What follows belongs to an exercise in optimizing a design on an open flow for small area; a production flow would make more cautious choices.
Only simulation tests tie the RTL to the original design; equivalence was not proved.
Power figures rest on the tool's default switching activity, not on a simulated workload.

## flow/config.mk

```make
export PLATFORM = sky130hd
export DESIGN_NAME = zone_color_detector
export DESIGN_NICKNAME = zone_color_detector
export VERILOG_FILES = /design/flow/design.v
export SDC_FILE = /design/flow/constraint.sdc
export NUM_CORES = 4
export LEC_CHECK = 0
export CAP_MARGIN = 20
export CORE_MARGIN = 2
export CORE_UTILIZATION = 40
export SLEW_MARGIN = 20
```

## flow/design.v

```verilog
package zone_det_pkg;
  localparam int R_W = 5;
  localparam int G_W = 6;
  localparam int B_W = 5;
  typedef struct packed {
    logic [R_W-1:0] r_min;
    logic [G_W-1:0] g_max;
    logic [B_W-1:0] b_max;
    logic [R_W-1:0] r_minus_g;
    logic [R_W-1:0] r_minus_b;
  } thr_t;
  localparam thr_t THR_RST = {5'd12, 6'd36, 5'd14, 5'd6, 5'd6};
  function automatic int zone_centre(input int idx, input int nzones, input int size);
    zone_centre = ((2 * idx + 1) * size) / (2 * nzones);
  endfunction
  function automatic bit windows_ok(input int nzones, input int size, input int win);
    int half;
    int c;
    half = win / 2;
    windows_ok = 1'b1;
    if (win < 1 || (win % 2) == 0) windows_ok = 1'b0;
    for (int i = 0; i < nzones; i++) begin
      c = zone_centre(i, nzones, size);
      if (c - half < 0 || c + half > size - 1) windows_ok = 1'b0;
      if (i > 0 && c - zone_centre(i - 1, nzones, size) < win) windows_ok = 1'b0;
    end
  endfunction
endpackage
module zone_accum #(
  parameter int N = 25
) (
  input  logic           clk,
  input  logic           reset,
  input  logic           clr_i,
  input  logic           acc_i,
  input  logic [zone_det_pkg::R_W-1:0] r_i,
  input  logic [zone_det_pkg::G_W-1:0] g_i,
  input  logic [zone_det_pkg::B_W-1:0] b_i,
  input  zone_det_pkg::thr_t           thr_i,
  output logic           pending_o
);
  localparam int SRW = $clog2(31 * N + 1);
  localparam int SGW = $clog2(63 * N + 1);
  localparam int CW  = $clog2(N + 1);
  localparam int EW  = SGW + 2;
  localparam logic signed [EW-1:0] NS = EW'(N);
  logic [SRW-1:0] sum_r_q, sum_r_d, sum_b_q, sum_b_d;
  logic [SGW-1:0] sum_g_q, sum_g_d;
  logic [CW-1:0]  cnt_q, cnt_d;
  logic           pending_q, full, pass;
  logic signed [EW-1:0] sr, sg, sb, lim_r, lim_g, lim_b, lim_rg, lim_rb;
  assign full = (cnt_q == CW'(N));
  always_comb begin
    sum_r_d = sum_r_q;
    sum_g_d = sum_g_q;
    sum_b_d = sum_b_q;
    cnt_d   = cnt_q;
    if (clr_i) begin
      sum_r_d = '0;
      sum_g_d = '0;
      sum_b_d = '0;
      cnt_d   = '0;
    end else if (acc_i && !full) begin
      sum_r_d = sum_r_q + SRW'(r_i);
      sum_g_d = sum_g_q + SGW'(g_i);
      sum_b_d = sum_b_q + SRW'(b_i);
      cnt_d   = cnt_q + CW'(1);
    end
  end
  assign sr     = $signed(EW'(sum_r_q));
  assign sg     = $signed(EW'(sum_g_q));
  assign sb     = $signed(EW'(sum_b_q));
  assign lim_r  = NS * $signed(EW'(thr_i.r_min));
  assign lim_g  = NS * $signed(EW'(thr_i.g_max));
  assign lim_b  = NS * $signed(EW'(thr_i.b_max));
  assign lim_rg = NS * $signed(EW'(thr_i.r_minus_g));
  assign lim_rb = NS * $signed(EW'(thr_i.r_minus_b));
  assign pass   = (sr >= lim_r) && (sg <= lim_g) && (sb <= lim_b) &&
                  ((sr - (sg >>> 1)) >= lim_rg) && ((sr - sb) >= lim_rb);
  always_ff @(posedge clk) begin
    if (reset) begin
      sum_r_q   <= '0;
      sum_g_q   <= '0;
      sum_b_q   <= '0;
      cnt_q     <= '0;
      pending_q <= 1'b0;
    end else begin
      sum_r_q   <= sum_r_d;
      sum_g_q   <= sum_g_d;
      sum_b_q   <= sum_b_d;
      cnt_q     <= cnt_d;
      pending_q <= !clr_i && full && pass;
    end
  end
  assign pending_o = pending_q;
endmodule
module zone_color_detector #(
  parameter  int W   = 320,
  parameter  int H   = 240,
  parameter  int NX  = 3,
  parameter  int NY  = 3,
  parameter  int WIN = 5,
  localparam int NZ  = NX * NY,
  localparam int HCW = $clog2(NZ + 1)
) (
  input  logic           clk,
  input  logic           reset,
  input  logic           frame_start,
  input  logic           pix_valid,
  input  logic [15:0]    pix_data,
  input  logic [zone_det_pkg::R_W-1:0] r_min,
  input  logic [zone_det_pkg::G_W-1:0] g_max,
  input  logic [zone_det_pkg::B_W-1:0] b_max,
  input  logic [zone_det_pkg::R_W-1:0] r_minus_g,
  input  logic [zone_det_pkg::R_W-1:0] r_minus_b,
  output logic [NZ-1:0]  zone_hit,
  output logic [HCW-1:0] hit_count,
  output logic           result_valid,
  output logic           frame_abort
);
  localparam int N    = WIN * WIN;
  localparam int HALF = WIN / 2;
  localparam int XW   = (W > 1) ? $clog2(W) : 1;
  localparam int YW   = (H > 1) ? $clog2(H) : 1;
  if (NZ > 16 || !zone_det_pkg::windows_ok(NX, W, WIN) || !zone_det_pkg::windows_ok(NY, H, WIN)) begin : g_param_err
    $error("zone_color_detector: illegal zone geometry");
  end
  logic [XW-1:0]  x_q, x_d, x_cur;
  logic [YW-1:0]  y_q, y_d, y_cur;
  logic           active_q, active_d, busy_q, accept, is_last, comp;
  logic [2:0]     lst_pipe_q;
  zone_det_pkg::thr_t           thr_q;
  logic           s1_vld_q;
  logic [zone_det_pkg::R_W-1:0] s1_r_q;
  logic [zone_det_pkg::G_W-1:0] s1_g_q;
  logic [zone_det_pkg::B_W-1:0] s1_b_q;
  logic [NZ-1:0]  s1_zone_q, zone_d, pend, zone_hit_q;
  logic [HCW-1:0] pop, hit_count_q;
  logic           result_valid_q, frame_abort_q;
  assign x_cur   = frame_start ? '0 : x_q;
  assign y_cur   = frame_start ? '0 : y_q;
  assign accept  = pix_valid && (frame_start || active_q);
  assign is_last = (x_cur == XW'(W - 1)) && (y_cur == YW'(H - 1));
  assign comp    = lst_pipe_q[2];
  always_comb begin
    x_d      = x_q;
    y_d      = y_q;
    active_d = active_q;
    if (frame_start) begin
      x_d      = '0;
      y_d      = '0;
      active_d = 1'b1;
    end
    if (accept) begin
      if (x_cur == XW'(W - 1)) begin
        x_d = '0;
        y_d = y_cur + YW'(1);
      end else begin
        x_d = x_cur + XW'(1);
      end
      if (is_last) active_d = 1'b0;
    end
  end
  for (genvar z = 0; z < NZ; z++) begin : g_zone
    localparam int CX = zone_det_pkg::zone_centre(z % NX, NX, W);
    localparam int CY = zone_det_pkg::zone_centre(z / NX, NY, H);
    assign zone_d[z] = (x_cur >= XW'(CX - HALF)) && (x_cur <= XW'(CX + HALF)) &&
                       (y_cur >= YW'(CY - HALF)) && (y_cur <= YW'(CY + HALF));
    zone_accum #(.N(N)) u_acc (
      .clk      (clk),
      .reset    (reset),
      .clr_i    (frame_start),
      .acc_i    (s1_vld_q && s1_zone_q[z]),
      .r_i      (s1_r_q),
      .g_i      (s1_g_q),
      .b_i      (s1_b_q),
      .thr_i    (thr_q),
      .pending_o(pend[z])
    );
  end
  always_comb begin
    pop = '0;
    for (int k = 0; k < NZ; k++) pop = pop + HCW'(pend[k]);
  end
  always_ff @(posedge clk) begin
    if (reset) begin
      x_q            <= '0;
      y_q            <= '0;
      active_q       <= 1'b0;
      busy_q         <= 1'b0;
      lst_pipe_q     <= '0;
      thr_q          <= zone_det_pkg::THR_RST;
      s1_vld_q       <= 1'b0;
      s1_r_q         <= '0;
      s1_g_q         <= '0;
      s1_b_q         <= '0;
      s1_zone_q      <= '0;
      zone_hit_q     <= '0;
      hit_count_q    <= '0;
      result_valid_q <= 1'b0;
      frame_abort_q  <= 1'b0;
    end else begin
      x_q            <= x_d;
      y_q            <= y_d;
      active_q       <= active_d;
      busy_q         <= frame_start ? 1'b1 : (comp ? 1'b0 : busy_q);
      s1_vld_q       <= accept;
      s1_r_q         <= pix_data[15:11];
      s1_g_q         <= pix_data[10:5];
      s1_b_q         <= pix_data[4:0];
      s1_zone_q      <= zone_d;
      frame_abort_q  <= frame_start && busy_q;
      result_valid_q <= comp && !frame_start;
      if (frame_start) begin
        lst_pipe_q <= {2'b00, accept && is_last};
        thr_q      <= {r_min, g_max, b_max, r_minus_g, r_minus_b};
      end else begin
        lst_pipe_q <= {lst_pipe_q[1:0], accept && is_last};
      end
      if (comp && !frame_start) begin
        zone_hit_q  <= pend;
        hit_count_q <= pop;
      end
    end
  end
  assign zone_hit     = zone_hit_q;
  assign hit_count    = hit_count_q;
  assign result_valid = result_valid_q;
  assign frame_abort  = frame_abort_q;
endmodule
```

## flow/run.sh

```bash
#!/bin/bash
# synth_recipe.tcl (not shown) runs the flow's synth.tcl, then flattens the netlist and writes it again
# the make line also repeats each setting of config.mk as NAME=value (left out here)
make -C /OpenROAD-flow-scripts/flow DESIGN_CONFIG=/design/flow/config.mk WORK_HOME=/design/flow/orfs CLKGATE_MAP_FILE= SYNTH_SCRIPT=/design/flow/synth_recipe.tcl finish
```

## flow/constraint.sdc

```tcl
create_clock -name core_clock -period 10.0 [get_ports {clk}]
set_input_delay 2.0000 -clock core_clock [delete_from_list [all_inputs] [get_ports {clk}]]
set_output_delay 2.0000 -clock core_clock [all_outputs]
set_load 0.01 [all_outputs]
```

==> run notes <==
status=timing/DRC/antenna clean; RSZ-0062 raised after global routing=false; top area cells in the synthesized netlist=ha_1 28%, dfxtp_1 22%, xnor2_1 5.5%; R2R Path End=g_zone[2].u_acc.pending_q; fin crit period=5380 ps; root buf cell=clkbuf_16; total grt overflow=0; Pint=3.36 mW; Critical Path AT=5970 ps; via/cell ratio=5.54; initial antenna violation count=1; CP max FO=12; Top FF cell, synth=dfxtp_1; layout net count=5785; register area=8460 sq um; NetSw=1.63 mW; Mapped Avg Cell Area=8.29 sq um; H-tree lvl count=2; Post-synth EDFFs=0; final worst-path cycle share=53.8%; internal reg-to-reg setup slack=4620 ps; synth warn=2; crit path capture type=register; number of global-route vias before repair=32500; residual DRC count=0; setup TNS=0 ps; sequential group share of total power=34.6%; mapped cell area=39200 sq um; Yosys cell types=73; Leakage=18.9 nW; Slew HR=17.7%; die area=100000 sq um; Power Density=115 nW/um^2; Fin. Hold Viols=0; max_cap viols=0; # port buffers=60; Crit path depth=16; Slew @ Worst Pin=1230 ps; area of the multi-input gates=28900 sq um; Worst Reg2Reg Path Length in Cells=16; Max clock buf depth=3; Tot Pwr=4.99 mW; Synth Register Bits=422; Top Family by Delay on Critical Path=adder cells; Yosys top cell area share=27.8%; Comb pwr share=21.8%; WP data required=10590 ps; post-CTS setup buffers=0; Fmax achieved=186 MHz; slowest CP cell=dfxtp_1; TritonCTS clock tree=yes; Crit. Startpoint=thr_q[15]; Filler cells=9546; HPWL after DPL=92.8 mm; Avg WL per Cell=21.0 microns; Routed Antenna Nets=0; CTS resizes=0; die width=317 microns; Iteration-0 DRC Markers=2537; Initial Utilization=40.5%; largest net degree at the start of global routing=136; Die Y=317 microns; crit path cell chain=ha_1 > ha_1 > ha_1 > inv_1 > fa_1 > nand2b_1 > o2bb2ai_1 > o21ai_0 > a21oi_1 > xnor2_2 > ha_1 > nand3_1 > o221a_2 > o221ai_1 > a2111oi_0 > o221a_2; HP Class=reg2reg; critical path capture point=g_zone[2].u_acc.pending_q; Seq/Total Area, Yosys=21.6%; Buf/Inv on CP=1; Pre-Repair DR Iteration Count=6; CP peak stage delay=950 ps; Mapped Cells=4730; clock power share=43.6%; Post-Route WL=129 mm; GP Congestion=0.914; IO Pins=61; Post-Syn Nets=5702; max-slew violations=0; vias=34000; CTS Buf Count=54; final worst slack=4620 ps; WS Path Type=reg2reg; post-cts hold buffer count=0; clk_skew=24.4 ps; clk sinks=422; core area=96900 sq um; Async SR Flop Fraction=0%; Yosys top cell by area=ha_1; switch share=32.7%; Tot GR Track Use=25.7%; Setup Slack @ Placement=4610 ps; Worst Setup Start Kind=register; final core occ=45.0%; row count=114; Final setup viols=0; clock-pin slew on the worst setup and hold paths=70 ps; worst vdd rail ir drop=0.000122 V; global-route wire length before repair=195 mm; Worst-Skew Late Latency=640 ps; layout cells sized above 1=4.61%; CP dominant cell by count=ha_1; Area Overhead vs Synth=11.3%; r2r startpoint=thr_q[15]
## cell type report
cell class              count  share of cell area (%)
clock inverters            31                    1.06
well taps                1276                    3.66
repair buffers            133                    2.66
inverters                 404                    3.48
flip-flops and latches    422                    19.4
multi-input cells        3798                    66.4
diodes                      2                  0.0115
clock buffers              70                    3.37
## registers in the layout, summed over array words and instances (netlist names), 6 cells and up
name / flops
y_q: 8
thr_q: 26
x_q: 9
zone_hit_q: 9
g_zone.u_acc.sum_g_q: 99
g_zone.u_acc.cnt_q: 45
g_zone.u_acc.sum_b_q: 90
s1_zone_q: 9
g_zone.u_acc.sum_r_q: 90
s1_g_q: 6
g_zone.u_acc.pending_q: 9
## placed cells by master (no fill, tap or decap), drive strengths merged, types with 58 or more instances in the layout
cell	n
buf	75
a211oi	67
dfxtp	422
xor2	140
a21oi	433
ha	871
nand2b	61
a21o	118
nand3	91
inv	405
xnor2	248
clkdlybuf4s50	58
nand4	70
nor3	91
nand2	396
nor2	361
clkbuf	70
nor2b	127
o21ai	251
## power groups by stage
stage	Sequential, mW	Combinational (mW)	Clock [mW]
finish	1.73	1.09	2.18
global route	1.73	1.17	2.28
CTS	1.73	1.07	2.22
detailed placement	1.77	1.06	0
global placement	1.77	1.04	0
floorplan	1.75	0.573	0
## worst register-to-register path: cells and delay by family, from the launching register on
kind                       cells  cell delay [ps]
and+or+nand+nor                2              280
buffers and inverters          1               60
xor gates and xnor gates       1              860
adders and majority gates      5             1690
AOI/OAI and AO/OA              7             1510
DFF                            1              950
## worst min-delay path by stage
stage	startpoint	end	slack (ps)	depth (start not counted)
floorplan	lst_pipe_q[0]	lst_pipe_q[1]	410	1
global placement	lst_pipe_q[1]	lst_pipe_q[2]	440	1
detailed placement	lst_pipe_q[1]	lst_pipe_q[2]	420	1
CTS	lst_pipe_q[1]	lst_pipe_q[2]	440	1
global route	lst_pipe_q[1]	lst_pipe_q[2]	460	1
finish	lst_pipe_q[1]	lst_pipe_q[2]	440	1
## kinds of logic (layout without fill, tap and decap cells)
logic type / after synthesis / count (layout) / share of synthesized area, %
DFF: 422 / 422 / 21.6
adders and majority gates: 929 / 929 / 30.7
xor gates and xnor gates: 388 / 388 / 8.67
muxes: 18 / 18 / 0.460
other: 0 / 2 / 0
AOI/OAI and AO/OA: 1114 / 1114 / 17.3
buffers and inverters: 510 / 638 / 4.95
and+or+nand+nor: 1349 / 1349 / 16.4
## Yosys cell counts, types with 5 or more instances
cell type / instances
ha_1: 871
a21oi_1: 433
dfxtp_1: 422
inv_1: 404
nand2_1: 396
nor2_1: 361
o21ai_0: 250
xnor2_1: 248
xor2_1: 140
nor2b_1: 127
a21o_1: 118
clkbuf_1: 95
nand3_1: 90
nor3_1: 90
nand4_1: 70
a211oi_1: 67
nand2b_1: 61
fa_1: 55
or3_1: 42
o21a_1: 37
o21bai_1: 34
a21boi_0: 31
o211ai_1: 30
nor4_1: 26
or2_2: 23
o2111ai_1: 21
and3_1: 19
mux2i_1: 18
a2111oi_0: 17
nand4b_1: 11
o22ai_1: 11
a31oi_1: 10
nand3b_1: 7
o311a_1: 6
nor3b_1: 5
o31a_1: 5
o31ai_1: 5
o32ai_1: 5
## per-layer routing
layer / GRT usage, % / wire [microns]
met2: 42.7 / 58600
met3: 3.42 / 7550
met1: 33.1 / 56600
met5: 0 / 0
met4: 11.3 / 6330
## metrics by stage
step	area (sq um)	std cells	hold WS, ps
floorplan	39200	4730	406
global placement	41600	6031	437
detailed placement	41700	6033	418
finish	43600	6136	443
global route	43600	6134	463
CTS	43600	6134	444

re-timing with driven ports:
In the flow no input, the clock included, has a driving cell. The finished layout below was timed again as built, in two steps. Step 1 sets driving cells, clkbuf_16 on the clock port and buf_2 on the other inputs (assumed; they add their load-dependent delay and slew). Step 2 adds t to the input delays and takes it off the output delays; t is the mean of the earliest and latest rising clock arrival at the registers after step 1. Input paths then give back, and output paths get back, about the clock's delay inside the block. Slacks: no drivers / after step 1 / after step 2; pairs: no drivers / after step 1.
shift t [ns]: 0.700
setup WS [ns]: 4.615 / 4.615 / 4.548
worst hold slack (ns): 0.443 / 0.443 / 0.443
cell pins on the clock port's net: 1
After both steps this run still meets setup and hold. For this run, drivers alone change the setup slack by 0.000 ns; drivers and shift together by -0.067 ns.
